Context: an optimization exercise on an open-source flow, tuned for small area, a short achievable clock period and few clock cycles. The choices shown serve that exercise and are no tape-out recipe.
Only simulation tests tie the RTL to the original design; equivalence was not proved.
Power and IR drop assume default switching activity.

[flow/run.sh]
#!/bin/bash
# synth_recipe.tcl (not shown) runs the flow's synth.tcl, then flattens the netlist and writes it again
# the make line also repeats each setting of config.mk as NAME=value (left out here)
make -C /OpenROAD-flow-scripts/flow DESIGN_CONFIG=/design/flow/config.mk WORK_HOME=/design/flow/orfs CLKGATE_MAP_FILE= SYNTH_SCRIPT=/design/flow/synth_recipe.tcl finish
[flow/config.mk]
export PLATFORM = sky130hd
export DESIGN_NAME = deadline_ordered_timer_callout_queue
export DESIGN_NICKNAME = deadline_ordered_timer_callout_queue
export VERILOG_FILES = /design/flow/design.v
export SDC_FILE = /design/flow/constraint.sdc
export NUM_CORES = 4
export LEC_CHECK = 0
export CAP_MARGIN = 20
export CORE_MARGIN = 2
export CORE_UTILIZATION = 25
export PLACE_DENSITY = 0.32
export SLEW_MARGIN = 20
[flow/constraint.sdc]
create_clock -name core_clock -period 11.0 [get_ports {i_clk}]
set_input_delay 2.2000 -clock core_clock [delete_from_list [all_inputs] [get_ports {i_clk}]]
set_output_delay 2.2000 -clock core_clock [all_outputs]
set_load 0.01 [all_outputs]
[flow/design.v]
package dotcq_pkg;
    localparam int ENTRIES = 16;
    localparam int IDX_W   = $clog2(ENTRIES);
    localparam int TIME_W  = 48;
    localparam int PER_W   = 32;
    localparam int ID_W    = 4;
    localparam int STEP_W  = 16;
    localparam logic [1:0] MODE_TICK   = 2'd0;
    localparam logic [1:0] MODE_AT     = 2'd1;
    localparam logic [1:0] MODE_AFTER  = 2'd2;
    localparam logic [1:0] MODE_CANCEL = 2'd3;
endpackage
module dotcq_cell (
    input  logic                          i_clk,
    input  logic                          i_wr_dl,
    input  logic                          i_wr_per,
    input  logic [dotcq_pkg::TIME_W-1:0]  i_x,
    input  logic [dotcq_pkg::PER_W-1:0]   i_per,
    output logic [dotcq_pkg::TIME_W-1:0]  o_dl,
    output logic [dotcq_pkg::PER_W-1:0]   o_per,
    output logic                          o_ge
);
    localparam int TIME_W = dotcq_pkg::TIME_W;
    logic [TIME_W-1:0] r_dl;
    logic [dotcq_pkg::PER_W-1:0] r_per;
    logic [TIME_W-1:0] diff;
    assign diff  = i_x - r_dl;
    assign o_ge  = ~diff[TIME_W-1];
    assign o_dl  = r_dl;
    assign o_per = r_per;
    always_ff @(posedge i_clk) begin
        if (i_wr_dl) begin
            r_dl <= i_x;
        end
        if (i_wr_per) begin
            r_per <= i_per;
        end
    end
endmodule
module deadline_ordered_timer_callout_queue (
    input  logic                          i_clk,
    input  logic                          i_rst_n,
    input  logic                          i_valid,
    output logic                          o_ready,
    input  logic [1:0]                    i_mode,
    input  logic [dotcq_pkg::ID_W-1:0]    i_entry_id,
    input  logic [dotcq_pkg::TIME_W-1:0]  i_when_time,
    input  logic [dotcq_pkg::PER_W-1:0]   i_repeat_period,
    output logic                          o_valid,
    input  logic                          i_ready,
    output logic [dotcq_pkg::ID_W-1:0]    o_fired_entry,
    output logic [dotcq_pkg::TIME_W-1:0]  o_fired_deadline,
    output logic [dotcq_pkg::TIME_W-1:0]  o_current_time,
    output logic                          o_last_of_tick,
    input  logic                          i_cfg_valid,
    output logic                          o_cfg_ready,
    input  logic [dotcq_pkg::STEP_W-1:0]  i_cfg_time_step
);
    localparam int ENTRIES = dotcq_pkg::ENTRIES;
    localparam int IDX_W   = dotcq_pkg::IDX_W;
    localparam int TIME_W  = dotcq_pkg::TIME_W;
    localparam int PER_W   = dotcq_pkg::PER_W;
    localparam int STEP_W  = dotcq_pkg::STEP_W;
    localparam logic [1:0] MODE_TICK   = dotcq_pkg::MODE_TICK;
    localparam logic [1:0] MODE_AT     = dotcq_pkg::MODE_AT;
    localparam logic [1:0] MODE_CANCEL = dotcq_pkg::MODE_CANCEL;
    logic [STEP_W-1:0]   r_step;
    logic [TIME_W-1:0]   r_time;
    logic [ENTRIES-1:0]  r_armed;
    logic [ENTRIES-1:0]  r_pend;
    logic                r_bef [ENTRIES][ENTRIES];
    logic                r_rq_v;
    logic [1:0]          r_rq_mode;
    logic [IDX_W-1:0]    r_rq_id;
    logic [TIME_W-1:0]   r_rq_when;
    logic [PER_W-1:0]    r_rq_per;
    logic                r_ra_v;
    logic [IDX_W-1:0]    r_ra_id;
    logic [PER_W-1:0]    r_ra_per;
    logic [TIME_W-1:0]   c_dl  [ENTRIES];
    logic [PER_W-1:0]    c_per [ENTRIES];
    logic [ENTRIES-1:0]  ge;
    logic [ENTRIES-1:0]  wr_dl;
    logic [ENTRIES-1:0]  wr_per;
    logic                firing;
    logic                fire_go;
    logic                consume;
    logic                do_tick;
    logic                do_arm;
    logic                do_cancel;
    logic [ENTRIES-1:0]  rq_oh;
    logic [ENTRIES-1:0]  ra_oh;
    logic [ENTRIES-1:0]  upd;
    logic [TIME_W-1:0]   add_a;
    logic [TIME_W-1:0]   add_b;
    logic [TIME_W-1:0]   x;
    logic [ENTRIES-1:0]  sel;
    logic [ENTRIES-1:0]  rest;
    logic [TIME_W-1:0]   sel_dl;
    logic [PER_W-1:0]    sel_per;
    logic [IDX_W-1:0]    sel_id;
    assign o_cfg_ready = 1'b1;
    assign firing  = |r_pend;
    assign fire_go = firing && (!o_valid || i_ready);
    assign consume = r_rq_v && !firing && (!r_ra_v || r_rq_mode == MODE_CANCEL);
    assign o_ready = !r_rq_v || consume;
    assign do_tick   = consume && r_rq_mode == MODE_TICK;
    assign do_cancel = consume && r_rq_mode == MODE_CANCEL;
    assign do_arm    = consume && r_rq_mode != MODE_TICK && r_rq_mode != MODE_CANCEL;
    always_comb begin
        for (int i = 0; i < ENTRIES; i++) begin
            rq_oh[i] = (r_rq_id == IDX_W'(i));
            ra_oh[i] = (r_ra_id == IDX_W'(i));
        end
    end
    always_comb begin
        if (r_ra_v) begin
            add_a = o_fired_deadline;
            add_b = TIME_W'(r_ra_per);
        end else begin
            add_a = (r_rq_mode == MODE_AT) ? '0 : r_time;
            add_b = r_rq_when;
        end
    end
    assign x = add_a + add_b;
    assign upd    = r_ra_v ? ra_oh : (do_arm ? rq_oh : '0);
    assign wr_dl  = upd;
    assign wr_per = do_arm ? rq_oh : '0;
    genvar g;
    generate
        for (g = 0; g < ENTRIES; g++) begin : g_cell
            dotcq_cell u_cell (
                .i_clk   (i_clk),
                .i_wr_dl (wr_dl[g]),
                .i_wr_per(wr_per[g]),
                .i_x     (x),
                .i_per   (r_rq_per),
                .o_dl    (c_dl[g]),
                .o_per   (c_per[g]),
                .o_ge    (ge[g])
            );
        end
    endgenerate
    always_comb begin
        for (int a = 0; a < ENTRIES; a++) begin
            sel[a] = r_pend[a];
            for (int b = 0; b < ENTRIES; b++) begin
                if (a < b) begin
                    sel[a] = sel[a] & (~r_pend[b] | r_bef[a][b]);
                end else if (a > b) begin
                    sel[a] = sel[a] & (~r_pend[b] | ~r_bef[b][a]);
                end
            end
        end
    end
    always_comb begin
        sel_dl  = '0;
        sel_per = '0;
        sel_id  = '0;
        for (int a = 0; a < ENTRIES; a++) begin
            sel_dl  = sel_dl  | (sel[a] ? c_dl[a]  : '0);
            sel_per = sel_per | (sel[a] ? c_per[a] : '0);
            sel_id  = sel_id  | (sel[a] ? IDX_W'(a) : '0);
        end
    end
    assign rest = r_pend & ~sel;
    always_ff @(posedge i_clk) begin
        for (int a = 0; a < ENTRIES; a++) begin
            for (int b = a + 1; b < ENTRIES; b++) begin
                if (upd[b]) begin
                    r_bef[a][b] <= ge[a];
                end else if (upd[a]) begin
                    r_bef[a][b] <= ~ge[b];
                end
            end
        end
    end
    always_ff @(posedge i_clk) begin
        if (!i_rst_n) begin
            r_step  <= STEP_W'(1);
            r_time  <= '0;
            r_armed <= '0;
            r_pend  <= '0;
            r_rq_v  <= 1'b0;
            r_ra_v  <= 1'b0;
            o_valid <= 1'b0;
        end else begin
            if (i_cfg_valid) begin
                r_step <= i_cfg_time_step;
            end
            if (o_ready) begin
                r_rq_v <= i_valid;
            end
            if (o_valid && i_ready) begin
                o_valid <= 1'b0;
            end
            r_ra_v <= 1'b0;
            if (do_tick) begin
                r_time <= x;
                r_pend <= r_armed & ge;
            end
            if (do_arm) begin
                r_armed <= r_armed | rq_oh;
            end
            if (do_cancel) begin
                r_armed <= r_armed & ~rq_oh;
            end
            if (fire_go) begin
                o_valid <= 1'b1;
                r_pend  <= rest;
                if (sel_per == '0) begin
                    r_armed <= r_armed & ~sel;
                end else begin
                    r_ra_v <= 1'b1;
                end
            end
        end
    end
    always_ff @(posedge i_clk) begin
        if (o_ready) begin
            r_rq_mode <= i_mode;
            r_rq_id   <= i_entry_id;
            r_rq_when <= (i_mode == MODE_TICK) ? TIME_W'(r_step) : i_when_time;
            r_rq_per  <= i_repeat_period;
        end
        if (fire_go) begin
            r_ra_id          <= sel_id;
            r_ra_per         <= sel_per;
            o_fired_entry    <= sel_id;
            o_fired_deadline <= sel_dl;
            o_current_time   <= r_time;
            o_last_of_tick   <= (rest == '0);
        end
    end
endmodule
==> summary.md <==
| Metric | Value |
|---|---|
| Pint | `12.6 mW` |
| H-tree Lvls | `4` |
| Final core utilization | `29.8%` |
| Drt first pass iters | `8` |
| Yosys reg bits | `1718` |
| I/O Pins | `211` |
| Number of port buffers | `209` |
| Die X | `between 500 and 600 µm` |
| Critical-path top delay cell | `o41ai_1` |
| Fin crit share | `94.9%` |
| Netlist cell types | `91` |
| Sinks on Clock Net | `between 1.5k and 2k` |
| DR iter-0 viols | `5932` |
| Cell mode on critical path | `o21ai_0` |
| Post-synth top flop | `edfxtp_1` |
| Antenna violations before repair | `28` |
| Area Overhead vs Synth | `18.6%` |
| Syn. warnings | `6` |
| DRT Wirelength | `436 mm` |
| Crit path max fanout | `27` |
| Leak | `between 40 and 50 nW` |
| Fin. max-slew vios | `0` |
| Gr ovfl total | `0` |
| Drt drc | `0` |
| Switching share of power | `28.3%` |
| FFs w/ async S/R, synth | `0%` |
| Die ar. | `~0.35 mm²` |
| Reg2reg start | `r_rq_mode[1]$_DFFE_PP_` |
| Post-DP HPWL | `299 mm` |
| Final min period | `between 10 and 15 ns` |
| Min-Delay Path Class | `flop to flop` |
| Slew at the pin closest to its max-slew limit | `~1.1 ns` |
| Startpoint Class | `flop` |
| Total Routing Usage GR | `24.1%` |
| Post-CTS setup buffers | `0` |
| Maximum clock insertion buffer count | `4` |
| Max-cap violations | `0` |
| CORE AREA | `0.347 mm²` |
| Combinational share of power | `between 10% and 20%` |
| Synth Cell Area | `0.0872 mm²` |
| Post-Syn Nets | `7864` |
| Max stage delay on crit path | `1.04 ns` |
| Worst skew pair latency | `around 0.95 ns` |
| Clk pwr share | `between 40% and 50%` |
| WS Path Type | `flop to flop` |
| Inserted Clock Buffers | `219` |
| Syn avg cell area | `between 10 and 15 µm²` |
| Finish-stage setup viols | `0` |
| Post-synth EDFFs | `1619` |
| Synth Instances | `between 6k and 7k` |
| Starting Density | `between 20% and 30%` |
| Via count | `62.6k` |
| Routability Congestion | `0.853` |
| Status | `timing/DRC/antenna clean` |
| Hold Crit Start | `r_time[45]$_SDFFE_PN0P_` |
| CP arrival | `11.04 ns` |
| Register area share after synthesis | `58.0%` |
| Switching power of the nets | `4.96 mW` |
| Maximum VDD drop | `128 µV` |
| Layout cells sized above 1 | `between 10% and 20%` |
| Slew HR | `26.4%` |
| Final Skew | `0.0843 ns` |
| Antenna-violating nets left | `0` |
| Vias per Instance | `5.17` |
| Die height | `between 500 and 600 µm` |
| WL per Instance | `36.0 µm` |
| Required @ worst endpoint | `11.61 ns` |
| FP Rows | `216` |
| CTS tree | `yes` |
| Setup TNS Final | `0 ns` |
| FMAX | `0.0958 GHz` |
| Largest net degree at the start of global routing | `88` |
| PD cells | `170 mW/mm²` |
| Flop pwr share | `43.0%` |
| First-pass GRT wire length | `between 500 and 600 mm` |
| Fin. Hold Viols | `0` |
| Post-CTS Hold Fix Bufs | `0` |
| Critical path launch point | `r_rq_mode[1]$_DFFE_PP_` |
| Number of global-route vias before repair | `around 62k` |
| CTS Root Cell | `clkbuf_16` |
| CP Capture Type | `flop` |
| Unrepaired setup endpoints after global routing | `no` |
| Reg clk slew, reported paths | `0.06 ns` |
| Layout net count | `approximately 8.2k` |
==> flip-flops by register name, summed over array words and instances, names as in the netlist, 2 cells and up <==
| register | flops |
|---|---|
| r_rq_when | 48 |
| r_pend | 16 |
| o_fired_deadline | 48 |
| r_time | 48 |
| r_armed | 16 |
| r_rq_per | 32 |
| r_ra_per | 32 |
| r_step | 16 |
| r_rq_mode | 2 |
| r_ra_id | 4 |
| o_current_time | 48 |
| r_bef | 120 |
| r_rq_id | 4 |
| g_cell.u_cell.r_dl | 768 |
| g_cell.u_cell.r_per | 512 |
==> cells by family (layout without fill, tap and decap cells) <==
group,Yosys count,after routing,share of synthesized area [%]
buffers and inverters,1122,1683,5.12
and+or+nand+nor,1201,1201,6.94
xor gates and xnor gates,181,181,2.61
adders and majority gates,784,784,11.3
AOI/OAI and AO/OA,1881,1881,15.0
muxes,85,85,1.05
other,1,12,0.00430
DFF,1718,1718,58.0
==> worst max-delay path: cells and delay by family, from the launching register on <==
family | cells | cell delay (ns)
flip-flops | 1 | 0.44
XOR/XNOR | 3 | 1.39
AND/OR/NAND/NOR | 5 | 1.27
adder cells (fa/ha/maj) | 2 | 0.49
AO/OA/AOI/OAI | 14 | 5.53
buffers and inverters | 3 | 0.90
==> power groups by stage <==
stage	registers, mW	clock network, mW	logic, mW
floorplan	7.64	0	1.57
global placement	7.69	0	2.72
detailed placement	7.69	0	2.73
CTS	7.56	7.44	2.74
global route	7.57	7.66	2.97
finish	7.56	7.27	2.73
==> metrics by stage <==
stage | power [mW] | instances | hold WS (ns) | worst slack, ns | instance area (µm²)
6_report | 17.6 | 12100 | 0.456 | 0.565 | 103000
5_1_grt | 18.2 | 12100 | 0.477 | 0.119 | 103000
4_1_cts | 17.7 | 12100 | 0.459 | 0.311 | 103000
3_5_place_dp | 10.4 | 11700 | 0.444 | 0.450 | 96400
3_3_place_gp | 10.4 | 11700 | 0.447 | 0.215 | 96400
2_1_floorplan | 9.20 | 6973 | 0.424 | 0.810 | 87200
==> Yosys cell counts, types with 30 or more instances <==
cell type | n | share of area [%]
o22ai_1 | 241 | 1.7
o221ai_1 | 43 | 0.43
mux2_2 | 54 | 0.70
a21o_1 | 306 | 2.6
xnor2_1 | 61 | 0.61
a221oi_1 | 194 | 1.9
clkbuf_1 | 157 | 0.68
edfxtp_1 | 1619 | 56
nor2_1 | 143 | 0.62
ha_1 | 783 | 11
nor4_1 | 47 | 0.34
or4_1 | 34 | 0.29
nand2b_1 | 36 | 0.26
dfxtp_1 | 99 | 2.3
buf_1 | 53 | 0.23
nand2_1 | 461 | 2.0
nand3_1 | 62 | 0.36
nor3_1 | 41 | 0.24
o211ai_1 | 39 | 0.34
a22oi_1 | 158 | 1.4
mux2i_1 | 30 | 0.34
nand4_1 | 165 | 1.2
a21oi_1 | 304 | 1.7
a22o_1 | 139 | 1.4
and3_1 | 35 | 0.25
xnor2_2 | 90 | 1.7
buf_2 | 57 | 0.33
a211oi_1 | 30 | 0.26
o21ai_0 | 234 | 1.3
inv_1 | 827 | 3.6
nor2b_1 | 98 | 0.70
==> path summary, 6_finish.rpt <==
path | endpoint | slack [ns] | cells after the start
min reg2reg | o_current_time[45]$_DFFE_PP_ | 0.46 | 0
min | o_current_time[45]$_DFFE_PP_ | 0.46 | 0
max | r_bef[55]$_DFFE_PP_ | 0.56 | 27
max reg2reg | r_bef[55]$_DFFE_PP_ | 0.56 | 27
==> per-layer routing <==
layer	track usage [%]	wire length, µm	vias to the layer above
li1	-	-	27400
met1	34.9	208000	32800
met2	38.0	196000	1950
met3	2.54	20300	447
met4	6.25	12200	2
met5	0	12	-
==> cells in the final DEF, fill, tap and decap left out, types with 39 or more instances in the layout <==
cell             synthesis  layout
edfxtp_1              1619    1619
xnor2_2                 90     119
nand4_1                165     165
ha_1                   783     782
a221oi_1               194     194
nand2_1                461     461
dfxtp_1                 99      98
o21ai_0                234     231
clkdlybuf4s50_1          0     207
nor2b_1                 98      98
nor4_1                  47      39
clkinv_2                 0      52
o221ai_1                43      43
nor2_1                 143     137
a22o_1                 139     139
nand3_1                 62      61
buf_4                    6     229
o211ai_1                39      39
clkbuf_1               157      61
a22oi_1                158     158
o22ai_1                241     241
a21oi_1                304     287
a21o_1                 306     306
clkinv_1                 4      39
inv_1                  827     784
clkbuf_16                0     225
mux2_2                  54      54
==> cell type report <==
class | count | area, µm²
Timing Repair Buffer | 447 | 3980
Multi-Input combinational cell | 4133 | 33000
Fill cell | 35100 | 243000
Tap cell | 4578 | 5730
Sequential cell | 1718 | 50600
Clock inverter | 99 | 927
Clock buffer | 299 | 6040
Antenna cell | 11 | 27.5
Inverter | 838 | 3170
==> repair_timing <==
action	4_1_cts	5_1_grt
gates resized for setup	0	1
setup endpoints to repair	0	12
endpoints found under the hold margin	0	0
Testbench counts, summed over its fixed seeds: cycles 17,462.

## afterwards: timing with drivers on the ports
The results above use ideal ports. As a check the final layout listed here was re-extracted and re-timed, cells and wires unchanged. Step 1 (the two cells are an assumption about what drives the block):
set clk [get_ports {i_clk}]
set_driving_cell -lib_cell sky130_fd_sc_hd__clkbuf_16 $clk
set_driving_cell -lib_cell sky130_fd_sc_hd__buf_2 [delete_from_list [all_inputs] $clk]
Step 2, shift: input delay + t, output delay - t, t = (earliest + latest rising clock arrival at the registers) / 2. This alone moves slack from input paths to output paths. Three values: no drivers, after step 1, after step 2; two values: the first two.
shift t [ns]: 1.015
slack for setup (ns): 0.565 / 0.565 / 0.565
worst register clock-pin slew, ns: 0.07 / 0.07
After both steps this run still meets setup and hold. The setup slack of this run moves by 0.000 ns with the drivers and by 0.000 ns with both steps.
